Source: an optimization exercise on an open RTL-to-GDS flow (aim: a short achievable clock period and few clock cycles per item). Production flows keep margins and buffers that such runs may drop.
RTL that was checked went through simulation tests only; none was proved equivalent to the original.
Power and IR drop assume default switching activity.

==> inputs of run a <==
==> flow/design.v (excerpt) <==
module ppm_frame_decoder_calibrated #(
    parameter int FRAME_SLOTS = 7
) (
    input  logic         i_clk,
    input  logic         i_rst_n,
    input  logic         i_in_valid,
    output logic         o_in_ready,
    input  ppmfd_pkg::t_us i_in_interval_us,
    output logic         o_out_valid,
    input  logic         i_out_ready,
    output ppmfd_pkg::t_axis o_out_axis_x,
    output ppmfd_pkg::t_axis o_out_axis_y,
    output ppmfd_pkg::t_axis o_out_axis_rx,
    output ppmfd_pkg::t_axis o_out_axis_ry,
    output logic         o_out_button_a,
    output logic         o_out_button_b,
    input  logic         i_cfg_valid,
    output logic         o_cfg_ready,
    input  ppmfd_pkg::t_cfg_idx i_cfg_idx,
    input  ppmfd_pkg::t_us i_cfg_data
);
==> flow/config.mk <==
export PLATFORM = sky130hd
export DESIGN_NAME = ppm_frame_decoder_calibrated
export DESIGN_NICKNAME = ppm_frame_decoder_calibrated
export VERILOG_FILES = /design/flow/design.v
export SDC_FILE = /design/flow/constraint.sdc
export NUM_CORES = 4
export LEC_CHECK = 0
export CAP_MARGIN = 20
export CORE_MARGIN = 2
export CORE_UTILIZATION = 40
export CTS_CLUSTER_DIAMETER = 80
export CTS_CLUSTER_SIZE = 20
export PLACE_DENSITY = 0.6
export SETUP_SLACK_MARGIN = 5
export SLEW_MARGIN = 20
==> flow/constraint.sdc <==
create_clock -name core_clock -period 10.0 [get_ports {i_clk}]
set_input_delay 2.0000 -clock core_clock [delete_from_list [all_inputs] [get_ports {i_clk}]]
set_output_delay 2.0000 -clock core_clock [all_outputs]
set_load 0.01 [all_outputs]
standard.sh (not shown) runs the stock make flow with config.mk's settings and CLKGATE_MAP_FILE= SYNTH_SCRIPT=/design/flow/synth_recipe.tcl, a recipe that flattens the netlist after the stock synthesis.
==> flow/flow/run.sh <==
#!/bin/bash
MARGIN=${MARGIN:-7}
sed -E "s/SETUP_SLACK_MARGIN=[^ ]+/SETUP_SLACK_MARGIN=${MARGIN}/" standard.sh > standard_margin.sh
bash standard_margin.sh > standard.log 2>&1
status=$?
tail -5 standard.log
exit $status
==> run b: changes against run a <==
--- a/flow/design.v
+++ b/flow/design.v
@@ -135,25 +135,29 @@
     logic                 r_cv;
     ppmfd_pkg::t_cfg_idx  r_cv_idx;
     ppmfd_pkg::t_us       r_cv_data;
     logic                 r_ready;
     logic                 r_ready_d;
+    logic                 r_cfg_ready;
+    logic                 r_cfg_ready_d;
     logic                 r_iv_raw;
     logic                 r_cv_raw;
     always_ff @(posedge i_clk) begin
         r_rst     <= !i_rst_n;
         r_iv_raw  <= i_in_valid && i_rst_n;
         r_cv_raw  <= i_cfg_valid && i_rst_n;
         r_ready_d <= r_ready;
+        r_cfg_ready   <= i_rst_n;
+        r_cfg_ready_d <= r_cfg_ready;
         r_iv_data <= i_in_interval_us;
         r_cv_idx  <= i_cfg_idx;
         r_cv_data <= i_cfg_data;
     end
     assign o_in_ready  = r_ready;
-    assign o_cfg_ready = r_ready;
+    assign o_cfg_ready = r_cfg_ready;
     assign r_iv = r_iv_raw && r_ready_d;
-    assign r_cv = r_cv_raw && r_ready_d;
+    assign r_cv = r_cv_raw && r_cfg_ready_d;
     logic           r_calibrate;
     ppmfd_pkg::t_us r_button_thr;
     ppmfd_pkg::t_us r_sync_min;
     ppmfd_pkg::t_us r_sync_max;
     ppmfd_pkg::t_us r_cal_step;
@@ -185,10 +189,11 @@
     logic             r_btn_a2, r_btn_b2;
     logic [W+1:0]     r_span3 [NCH];
     ppmfd_pkg::t_us   r_rem [NCH];
     ppmfd_pkg::t_axis r_sh  [NCH];
     logic [OWED_W-1:0]  r_owed;
+    logic               r_drop_d;
     logic               r_out_valid;
     logic [RES_W-1:0]   r_out;
     logic [RES_W-1:0]   r_fifo [FIFO_D];
     logic [FIFO_AW-1:0] r_rd, r_wr;
     logic [FIFO_AW:0]   r_cnt;
@@ -209,17 +214,34 @@
         w_sync_hit = r_resync && w_above_min && w_below_max;
         w_close    = r_iv && (n_slot == LAST_SLOT);
         w_drop     = !w_sync_hit && w_s0_low;
         w_good     = w_close && !w_drop;
     end
+    logic [NCH-1:0][W:0] w_pv_lo;
+    logic [NCH-1:0][W:0] w_pv_hi;
+    logic [W:0]          r_pv_lo [NCH];
+    logic [W:0]          r_pv_hi [NCH];
+    generate
+        for (genvar gp = 0; gp < NCH; gp++) begin : g_pv
+            ppmfd_add #(.W(W+1)) u_pv_lo (.i_a({1'b0, r_prev[gp]}), .i_b(~{1'b0, r_jitter}), .i_cin(1'b1),
+                                          .o_sum(w_pv_lo[gp]), .o_cout());
+            ppmfd_add #(.W(W+1)) u_pv_hi (.i_a({1'b0, r_prev[gp]}), .i_b({1'b0, r_jitter}), .i_cin(1'b0),
+                                          .o_sum(w_pv_hi[gp]), .o_cout());
+        end
+    endgenerate
+    always_ff @(posedge i_clk) begin
+        for (int c = 0; c < NCH; c++) begin
+            r_pv_lo[c] <= w_pv_lo[c];
+            r_pv_hi[c] <= w_pv_hi[c];
+        end
+    end
     logic [NCH-1:0][W+1:0] w_lo_room;
     logic [NCH-1:0][W+1:0] w_hi_room;
-    logic [NCH-1:0][W+1:0] w_jit_dn;
-    logic [NCH-1:0][W+1:0] w_jit_up;
+    logic [NCH-1:0]        w_pv_lo_lt_p;
+    logic [NCH-1:0]        w_p_lt_pv_hi;
     logic [NCH-1:0]        w_p_lt_lo;
     logic [NCH-1:0]        w_hi_lt_p;
-    logic [NCH-1:0]        w_p_lt_prev;
     logic                  w_thr_lt_a, w_thr_lt_b;
     ppmfd_pkg::t_us        w_unused3, w_unused4;
     logic         w_cal_lo   [NCH];
     logic         w_cal_hi   [NCH];
     logic         w_j        [NCH];
@@ -228,26 +250,23 @@
         for (gc = 0; gc < NCH; gc++) begin : g_a1
             ppmfd_sub3 #(.W(W+2)) u_lo_room (.i_x({2'b0, r_min[gc]}), .i_y({2'b0, r_store[gc+1]}),
                                              .i_z({2'b0, r_cal_step}), .o_diff(w_lo_room[gc]));
             ppmfd_sub3 #(.W(W+2)) u_hi_room (.i_x({2'b0, r_store[gc+1]}), .i_y({2'b0, r_max[gc]}),
                                              .i_z({2'b0, r_cal_step}), .o_diff(w_hi_room[gc]));
-            ppmfd_sub3 #(.W(W+2)) u_jit_dn  (.i_x({2'b0, r_prev[gc]}), .i_y({2'b0, r_store[gc+1]}),
-                                             .i_z({2'b0, r_jitter}), .o_diff(w_jit_dn[gc]));
-            ppmfd_sub3 #(.W(W+2)) u_jit_up  (.i_x({2'b0, r_store[gc+1]}), .i_y({2'b0, r_prev[gc]}),
-                                             .i_z({2'b0, r_jitter}), .o_diff(w_jit_up[gc]));
             ppmfd_sub #(.W(W)) u_p_lo  (.i_a(r_store[gc+1]), .i_b(r_min[gc]),  .o_diff(), .o_lt(w_p_lt_lo[gc]));
             ppmfd_sub #(.W(W)) u_hi_p  (.i_a(r_max[gc]),     .i_b(r_store[gc+1]), .o_diff(), .o_lt(w_hi_lt_p[gc]));
-            ppmfd_sub #(.W(W)) u_p_pv  (.i_a(r_store[gc+1]), .i_b(r_prev[gc]), .o_diff(), .o_lt(w_p_lt_prev[gc]));
+            ppmfd_sub #(.W(W))   u_pv_lo (.i_a(r_pv_lo[gc][W-1:0]), .i_b(r_store[gc+1]), .o_diff(), .o_lt(w_pv_lo_lt_p[gc]));
+            ppmfd_sub #(.W(W+1)) u_pv_hi (.i_a({1'b0, r_store[gc+1]}), .i_b(r_pv_hi[gc]), .o_diff(), .o_lt(w_p_lt_pv_hi[gc]));
         end
     endgenerate
     ppmfd_sub #(.W(W)) u_btn_a (.i_a(r_button_thr), .i_b(r_store[BTN_A_SLOT]), .o_diff(w_unused3), .o_lt(w_thr_lt_a));
     ppmfd_sub #(.W(W)) u_btn_b (.i_a(r_button_thr), .i_b(r_store[BTN_B_SLOT]), .o_diff(w_unused4), .o_lt(w_thr_lt_b));
     always_comb begin
         for (int c = 0; c < NCH; c++) begin
             w_cal_lo[c]  = r_calibrate && w_p_lt_lo[c] && w_lo_room[c][W+1];
             w_cal_hi[c]  = r_calibrate && w_hi_lt_p[c] && w_hi_room[c][W+1];
-            w_j[c]       = w_p_lt_prev[c] ? w_jit_dn[c][W+1] : w_jit_up[c][W+1];
+            w_j[c]       = (r_pv_lo[c][W] || w_pv_lo_lt_p[c]) && w_p_lt_pv_hi[c];
         end
     end
     ppmfd_pkg::t_us w_lo_new [NCH];
     ppmfd_pkg::t_us w_hi_new [NCH];
     logic [NCH-1:0][W-1:0] w_p_lo;
@@ -354,27 +373,29 @@
         w_take     = (r_cnt != '0) && i_out_ready;
         w_rd_next  = !w_take ? r_rd : (r_rd == FIFO_AW'(FIFO_D - 1)) ? '0 : r_rd + FIFO_AW'(1);
         w_wr_inc   = (r_wr == FIFO_AW'(FIFO_D - 1)) ? '0 : r_wr + FIFO_AW'(1);
         w_cnt_next = r_cnt + (FIFO_AW+1)'(w_f_v) - (FIFO_AW+1)'(w_take);
         w_head_new = (r_cnt == '0) || (r_cnt == (FIFO_AW+1)'(1) && w_take);
-        w_owed_up  = r_owed + OWED_W'(w_good);
+        w_owed_up  = r_owed + OWED_W'(w_close) - OWED_W'(r_drop_d);
     end
     always_ff @(posedge i_clk) begin
         r_out       <= w_head_new ? w_res : r_fifo[w_rd_next];
         r_out_valid <= i_rst_n && !r_rst && (w_cnt_next != '0);
         if (w_f_v) r_fifo[r_wr] <= w_res;
         if (r_rst) begin
             r_rd    <= '0;
             r_wr    <= '0;
             r_cnt   <= '0;
             r_owed  <= '0;
+            r_drop_d <= 1'b0;
             r_ready <= 1'b1;
         end else begin
             r_rd    <= w_rd_next;
             if (w_f_v) r_wr <= w_wr_inc;
             r_cnt   <= w_cnt_next;
             r_owed  <= w_owed_up - OWED_W'(w_take);
+            r_drop_d <= w_close && w_drop;
             r_ready <= (w_owed_up <= OWED_W'(OWED_OPEN));
         end
     end
     always_ff @(posedge i_clk) begin
         if (r_rst) begin
==> run c: changes against run a <==
--- a/flow/design.v
+++ b/flow/design.v
@@ -163,11 +163,11 @@
     logic              r_resync;
     ppmfd_pkg::t_us    r_min   [NCH];
     ppmfd_pkg::t_us    r_max   [NCH];
     ppmfd_pkg::t_us    r_prev  [NCH];
     ppmfd_pkg::t_axis  r_axis  [NCH];
-    logic [DIV_STEPS+5:0] r_stage;
+    logic [DIV_STEPS+3:0] r_stage;
     ppmfd_pkg::t_us r_p      [NCH];
     logic           r_cal_lo [NCH];
     logic           r_cal_hi [NCH];
     logic           r_j1     [NCH];
     logic           r_btn_a1, r_btn_b1;
@@ -175,16 +175,10 @@
     ppmfd_pkg::t_us r_span [NCH];
     logic           r_j    [NCH];
     logic           r_in   [NCH];
     logic           r_full [NCH];
     logic           r_btn_a, r_btn_b;
-    ppmfd_pkg::t_axis r_q      [NCH];
-    logic             r_r_lt_d [NCH];
-    logic             r_j2     [NCH];
-    logic             r_in2    [NCH];
-    logic             r_full2  [NCH];
-    logic             r_btn_a2, r_btn_b2;
     logic [W+1:0]     r_span3 [NCH];
     ppmfd_pkg::t_us   r_rem [NCH];
     ppmfd_pkg::t_axis r_sh  [NCH];
     logic [OWED_W-1:0]  r_owed;
     logic               r_out_valid;
@@ -282,21 +276,25 @@
             if (r_cal_lo[c])      w_a_full[c] = 1'b0;
             else if (r_cal_hi[c]) w_a_full[c] = w_lo_lt_p[c];
             else                  w_a_full[c] = w_lo_lt_hi[c] && !w_p_lt_hi[c];
         end
     end
-    logic [NCH-1:0]         w_r_lt_d;
+    logic [NCH-1:0][W-1:0]  w_rem0;
+    logic [NCH-1:0][AW-1:0] w_sh0;
     logic [NCH-1:0][TW-1:0] w_t1;
     logic [NCH-1:0][TW-1:0] w_t2;
     logic [NCH-1:0][TW-1:0] w_t3;
     logic [NCH-1:0][W+1:0]  w_span3;
     logic [TW-1:0]    w_trial [NCH];
     ppmfd_pkg::t_us   w_rem_next [NCH];
     logic [1:0]       w_digit [NCH];
     generate
         for (gc = 0; gc < NCH; gc++) begin : g_div
-            ppmfd_sub  #(.W(W)) u_r_d (.i_a(r_rem[gc]), .i_b(r_diff[gc]), .o_diff(), .o_lt(w_r_lt_d[gc]));
+            ppmfd_add #(.W(W)) u_rem0 (.i_a(r_diff[gc]), .i_b(~{{AW{1'b0}}, r_diff[gc][W-1:AW]}),
+                                       .i_cin(r_diff[gc][AW-1:0] == '0), .o_sum(w_rem0[gc]), .o_cout());
+            ppmfd_add #(.W(AW)) u_sh0 (.i_a(~r_diff[gc][AW-1:0]), .i_b('0), .i_cin(1'b1),
+                                       .o_sum(w_sh0[gc]), .o_cout());
             ppmfd_sub  #(.W(TW)) u_t1 (.i_a(w_trial[gc]), .i_b({4'b0, r_span[gc]}),
                                        .o_diff(w_t1[gc]), .o_lt());
             ppmfd_sub  #(.W(TW)) u_t2 (.i_a(w_trial[gc]), .i_b({3'b0, r_span[gc], 1'b0}),
                                        .o_diff(w_t2[gc]), .o_lt());
             ppmfd_sub  #(.W(TW)) u_t3 (.i_a(w_trial[gc]), .i_b({2'b0, r_span3[gc]}),
@@ -321,30 +319,26 @@
                 w_digit[c]    = 2'd0;
                 w_rem_next[c] = w_trial[c][W-1:0];
             end
         end
     end
-    logic             w_f1_v;
-    logic             w_f2_v;
     logic             w_f_v;
     ppmfd_pkg::t_axis w_axis_new [NCH];
     logic [RES_W-1:0] w_res;
     always_comb begin
-        w_f1_v = r_stage[DIV_STEPS+3];
-        w_f2_v = r_stage[DIV_STEPS+4];
-        w_f_v  = r_stage[DIV_STEPS+5];
+        w_f_v = r_stage[DIV_STEPS+3];
         for (int c = 0; c < NCH; c++) begin
-            if (r_j2[c]) begin
-                if (r_in2[c])        w_axis_new[c] = r_q[c] - AW'(r_r_lt_d[c]);
-                else if (r_full2[c]) w_axis_new[c] = ppmfd_pkg::AXIS_FULL;
-                else                 w_axis_new[c] = '0;
+            if (r_j[c]) begin
+                if (r_in[c])        w_axis_new[c] = r_sh[c];
+                else if (r_full[c]) w_axis_new[c] = ppmfd_pkg::AXIS_FULL;
+                else                w_axis_new[c] = '0;
             end else begin
                 w_axis_new[c] = r_axis[c];
             end
         end
-        w_res = {r_axis[CH_X], r_axis[CH_Y], r_axis[CH_RX], r_axis[CH_RY],
-                 r_btn_a2, r_btn_b2};
+        w_res = {w_axis_new[CH_X], w_axis_new[CH_Y], w_axis_new[CH_RX], w_axis_new[CH_RY],
+                 r_btn_a, r_btn_b};
     end
     logic w_take;
     logic w_head_new;
     logic [FIFO_AW-1:0] w_rd_next;
     logic [FIFO_AW-1:0] w_wr_inc;
@@ -419,11 +413,11 @@
                 end
                 if (w_close && w_drop) begin
                     r_resync <= 1'b1;
                 end
             end
-            r_stage <= {r_stage[DIV_STEPS+4:0], w_good};
+            r_stage <= {r_stage[DIV_STEPS+2:0], w_good};
             if (r_stage[0]) begin
                 for (int c = 0; c < NCH; c++) begin
                     r_prev[c] <= r_store[c + 1];
                 end
             end
@@ -431,11 +425,11 @@
                 for (int c = 0; c < NCH; c++) begin
                     r_min[c] <= w_lo_new[c];
                     r_max[c] <= w_hi_new[c];
                 end
             end
-            if (w_f2_v) begin
+            if (w_f_v) begin
                 for (int c = 0; c < NCH; c++) begin
                     r_axis[c] <= w_axis_new[c];
                 end
             end
         end
@@ -460,26 +454,15 @@
                 r_full[c] <= w_a_full[c];
             end
             r_btn_a <= r_btn_a1;
             r_btn_b <= r_btn_b1;
         end
-        if (w_f1_v) begin
-            for (int c = 0; c < NCH; c++) begin
-                r_q[c]      <= r_sh[c];
-                r_r_lt_d[c] <= w_r_lt_d[c];
-                r_j2[c]     <= r_j[c];
-                r_in2[c]    <= r_in[c];
-                r_full2[c]  <= r_full[c];
-            end
-            r_btn_a2 <= r_btn_a;
-            r_btn_b2 <= r_btn_b;
-        end
         for (int c = 0; c < NCH; c++) begin
             if (r_stage[2]) begin
-                r_rem[c] <= r_diff[c];
+                r_rem[c] <= w_rem0[c];
                 r_span3[c] <= w_span3[c];
-                r_sh[c]  <= '0;
+                r_sh[c]  <= w_sh0[c];
             end else begin
                 r_rem[c] <= w_rem_next[c];
                 r_sh[c]  <= {r_sh[c][AW-3:0], w_digit[c]};
             end
         end
==> flow/config.mk (replaced) <==
export PLATFORM = sky130hd
export DESIGN_NAME = ppm_frame_decoder_calibrated
export DESIGN_NICKNAME = ppm_frame_decoder_calibrated
export VERILOG_FILES = /design/flow/design.v
export SDC_FILE = /design/flow/constraint.sdc
export NUM_CORES = 4
export LEC_CHECK = 0
export CAP_MARGIN = 20
export CORE_MARGIN = 2
export CORE_UTILIZATION = 50
export PLACE_DENSITY = 0.8
export SETUP_SLACK_MARGIN = 5
export SLEW_MARGIN = 20
==> run d: changes against run a <==
--- a/flow/design.v
+++ b/flow/design.v
@@ -163,11 +163,11 @@
     logic              r_resync;
     ppmfd_pkg::t_us    r_min   [NCH];
     ppmfd_pkg::t_us    r_max   [NCH];
     ppmfd_pkg::t_us    r_prev  [NCH];
     ppmfd_pkg::t_axis  r_axis  [NCH];
-    logic [DIV_STEPS+5:0] r_stage;
+    logic [DIV_STEPS+3:0] r_stage;
     ppmfd_pkg::t_us r_p      [NCH];
     logic           r_cal_lo [NCH];
     logic           r_cal_hi [NCH];
     logic           r_j1     [NCH];
     logic           r_btn_a1, r_btn_b1;
@@ -175,16 +175,10 @@
     ppmfd_pkg::t_us r_span [NCH];
     logic           r_j    [NCH];
     logic           r_in   [NCH];
     logic           r_full [NCH];
     logic           r_btn_a, r_btn_b;
-    ppmfd_pkg::t_axis r_q      [NCH];
-    logic             r_r_lt_d [NCH];
-    logic             r_j2     [NCH];
-    logic             r_in2    [NCH];
-    logic             r_full2  [NCH];
-    logic             r_btn_a2, r_btn_b2;
     logic [W+1:0]     r_span3 [NCH];
     ppmfd_pkg::t_us   r_rem [NCH];
     ppmfd_pkg::t_axis r_sh  [NCH];
     logic [OWED_W-1:0]  r_owed;
     logic               r_out_valid;
@@ -282,21 +276,25 @@
             if (r_cal_lo[c])      w_a_full[c] = 1'b0;
             else if (r_cal_hi[c]) w_a_full[c] = w_lo_lt_p[c];
             else                  w_a_full[c] = w_lo_lt_hi[c] && !w_p_lt_hi[c];
         end
     end
-    logic [NCH-1:0]         w_r_lt_d;
+    logic [NCH-1:0][W-1:0]  w_rem0;
+    logic [NCH-1:0][AW-1:0] w_sh0;
     logic [NCH-1:0][TW-1:0] w_t1;
     logic [NCH-1:0][TW-1:0] w_t2;
     logic [NCH-1:0][TW-1:0] w_t3;
     logic [NCH-1:0][W+1:0]  w_span3;
     logic [TW-1:0]    w_trial [NCH];
     ppmfd_pkg::t_us   w_rem_next [NCH];
     logic [1:0]       w_digit [NCH];
     generate
         for (gc = 0; gc < NCH; gc++) begin : g_div
-            ppmfd_sub  #(.W(W)) u_r_d (.i_a(r_rem[gc]), .i_b(r_diff[gc]), .o_diff(), .o_lt(w_r_lt_d[gc]));
+            ppmfd_add #(.W(W)) u_rem0 (.i_a(r_diff[gc]), .i_b(~{{AW{1'b0}}, r_diff[gc][W-1:AW]}),
+                                       .i_cin(r_diff[gc][AW-1:0] == '0), .o_sum(w_rem0[gc]), .o_cout());
+            ppmfd_add #(.W(AW)) u_sh0 (.i_a(~r_diff[gc][AW-1:0]), .i_b('0), .i_cin(1'b1),
+                                       .o_sum(w_sh0[gc]), .o_cout());
             ppmfd_sub  #(.W(TW)) u_t1 (.i_a(w_trial[gc]), .i_b({4'b0, r_span[gc]}),
                                        .o_diff(w_t1[gc]), .o_lt());
             ppmfd_sub  #(.W(TW)) u_t2 (.i_a(w_trial[gc]), .i_b({3'b0, r_span[gc], 1'b0}),
                                        .o_diff(w_t2[gc]), .o_lt());
             ppmfd_sub  #(.W(TW)) u_t3 (.i_a(w_trial[gc]), .i_b({2'b0, r_span3[gc]}),
@@ -321,30 +319,26 @@
                 w_digit[c]    = 2'd0;
                 w_rem_next[c] = w_trial[c][W-1:0];
             end
         end
     end
-    logic             w_f1_v;
-    logic             w_f2_v;
     logic             w_f_v;
     ppmfd_pkg::t_axis w_axis_new [NCH];
     logic [RES_W-1:0] w_res;
     always_comb begin
-        w_f1_v = r_stage[DIV_STEPS+3];
-        w_f2_v = r_stage[DIV_STEPS+4];
-        w_f_v  = r_stage[DIV_STEPS+5];
+        w_f_v = r_stage[DIV_STEPS+3];
         for (int c = 0; c < NCH; c++) begin
-            if (r_j2[c]) begin
-                if (r_in2[c])        w_axis_new[c] = r_q[c] - AW'(r_r_lt_d[c]);
-                else if (r_full2[c]) w_axis_new[c] = ppmfd_pkg::AXIS_FULL;
-                else                 w_axis_new[c] = '0;
+            if (r_j[c]) begin
+                if (r_in[c])        w_axis_new[c] = r_sh[c];
+                else if (r_full[c]) w_axis_new[c] = ppmfd_pkg::AXIS_FULL;
+                else                w_axis_new[c] = '0;
             end else begin
                 w_axis_new[c] = r_axis[c];
             end
         end
-        w_res = {r_axis[CH_X], r_axis[CH_Y], r_axis[CH_RX], r_axis[CH_RY],
-                 r_btn_a2, r_btn_b2};
+        w_res = {w_axis_new[CH_X], w_axis_new[CH_Y], w_axis_new[CH_RX], w_axis_new[CH_RY],
+                 r_btn_a, r_btn_b};
     end
     logic w_take;
     logic w_head_new;
     logic [FIFO_AW-1:0] w_rd_next;
     logic [FIFO_AW-1:0] w_wr_inc;
@@ -419,11 +413,11 @@
                 end
                 if (w_close && w_drop) begin
                     r_resync <= 1'b1;
                 end
             end
-            r_stage <= {r_stage[DIV_STEPS+4:0], w_good};
+            r_stage <= {r_stage[DIV_STEPS+2:0], w_good};
             if (r_stage[0]) begin
                 for (int c = 0; c < NCH; c++) begin
                     r_prev[c] <= r_store[c + 1];
                 end
             end
@@ -431,11 +425,11 @@
                 for (int c = 0; c < NCH; c++) begin
                     r_min[c] <= w_lo_new[c];
                     r_max[c] <= w_hi_new[c];
                 end
             end
-            if (w_f2_v) begin
+            if (w_f_v) begin
                 for (int c = 0; c < NCH; c++) begin
                     r_axis[c] <= w_axis_new[c];
                 end
             end
         end
@@ -460,26 +454,15 @@
                 r_full[c] <= w_a_full[c];
             end
             r_btn_a <= r_btn_a1;
             r_btn_b <= r_btn_b1;
         end
-        if (w_f1_v) begin
-            for (int c = 0; c < NCH; c++) begin
-                r_q[c]      <= r_sh[c];
-                r_r_lt_d[c] <= w_r_lt_d[c];
-                r_j2[c]     <= r_j[c];
-                r_in2[c]    <= r_in[c];
-                r_full2[c]  <= r_full[c];
-            end
-            r_btn_a2 <= r_btn_a;
-            r_btn_b2 <= r_btn_b;
-        end
         for (int c = 0; c < NCH; c++) begin
             if (r_stage[2]) begin
-                r_rem[c] <= r_diff[c];
+                r_rem[c] <= w_rem0[c];
                 r_span3[c] <= w_span3[c];
-                r_sh[c]  <= '0;
+                r_sh[c]  <= w_sh0[c];
             end else begin
                 r_rem[c] <= w_rem_next[c];
                 r_sh[c]  <= {r_sh[c][AW-3:0], w_digit[c]};
             end
         end
==> flow/flow/run.sh (replaced) <==
#!/bin/bash
MARGIN=${MARGIN:-6.8}
sed -E "s/SETUP_SLACK_MARGIN=[^ ]+/SETUP_SLACK_MARGIN=${MARGIN}/" standard.sh > standard_margin.sh
bash standard_margin.sh > standard.log 2>&1
status=$?
tail -5 standard.log
exit $status
==> comparison <==
Between run a and run b, the lower sequential cell count is in run a (gap 135).
Against run c, the critical path depth of run b is lower by 15.
Sequential share of layout area: run c < run d < run a < run b.
Of run d and run b, run b has the higher sequential power (gap 13%, measured against run b).
In run a the synthesized cell count is lower than in run b, by about 8%.
In run d the combinational power is smaller than in run b, by about 9%.
Non-clock buffer count: run c > run a > run b > run d.
First-iteration DRC count: run a < run d < run b < run c.
Of run c and run b, run c has the higher clock power (gap about 1%, measured against run b).
==> figures <==
                                                                                       run a         run d                   run b         run c
Share of final layout cell area taken by clock buffers and inverters                   3.22%         3.45%                   3.43%         4.01%
HPWL Detailed                                                                         166 mm        172 mm                  180 mm        165 mm
Total number of vias                                                                  61,633        61,826                  65,817        65,513
Data-path buffer share of cell area in the final layout                                4.45%         3.69%                   3.85%         4.88%
Net switching share of the total power                                                 36.8%         37.6%                   36.1%         36.4%
Wire length the detailed router placed on met1                                        107 mm        107 mm                  115 mm       95.3 mm
Utilization after layout                                                               46.5%         45.7%                   46.3%         58.5%
Yosys synthesis warning count                                                             69            59                      73            59
Crit Path Class                                                       flop to primary output  flop to flop  flop to primary output  flop to flop
Proportion of netlist area held by the largest area contributor                        21.0%         19.5%                   19.9%         19.5%
Mapped Cells                                                                           8,261         8,384                   8,952         8,384
Postcts setup bufs                                                                       200           122                     167           211
Sequential share of cell area                                                          29.3%         28.1%                   30.4%         27.4%
Num tapcells                                                                           2,640         2,640                   2,805         2,072
Critical path launch point                                                           r_ready  r_diff[0][4]                 r_ready  r_diff[1][1]
Critical Path End                                                                o_cfg_ready  r_rem[0][14]              o_in_ready  r_rem[1][14]
Status                                                              timing/DRC/antenna clean  timing/DRC/antenna clean  timing/DRC/antenna clean  timing/DRC/antenna clean
Net Sw Power                                                                         5.71 mW       5.60 mW                 6.00 mW       5.75 mW
# fillers                                                                             18,429        18,644                  19,744        12,625
Compound-gate portion of the synthesized area                                          17.7%         17.5%                   17.5%         17.5%
Testbench counts of run b, summed over its fixed seeds: cycles 11,296, frames 1,590.
Testbench counts of run c, summed over its fixed seeds: cycles 11,280, frames 1,590.
Testbench counts of run d, summed over its fixed seeds: cycles 11,280, frames 1,590.
Only the layout flow was run in run a; the RTL was not checked for function there.

static timing again, ports no longer ideal:
Ports are ideal in the flow. The routed layouts listed here were re-timed in OpenROAD.
Step 1: set_driving_cell puts a clkbuf_16 on i_clk and a buf_2 on each other input, an assumption about the parent block.
Step 2 moves the port delays by t, midway between the first and last clock arrival at a register: inputs arrive t later, outputs are due t later. That takes back most of the time a late clock gives input paths.
a / b / c = no drivers / after step 1 / after step 2; a / b = the first two.
run	t (ns)	slack for setup (ns)	worst register clock-pin slew, ns	pins driven straight from the clock port
run a	0.815	6.595 / 6.509 / 6.183	0.09 / 0.09	1
run b	0.837	6.758 / 6.664 / 6.259	0.09 / 0.09	1
run c	0.827	6.663 / 6.663 / 6.294	0.07 / 0.07	1
run d	0.828	6.706 / 6.672 / 6.099	0.09 / 0.09	1
After both steps every run listed still meets setup and hold. For run d, which loses most, drivers alone change the setup slack by -0.034 ns; drivers and shift together by -0.607 ns.
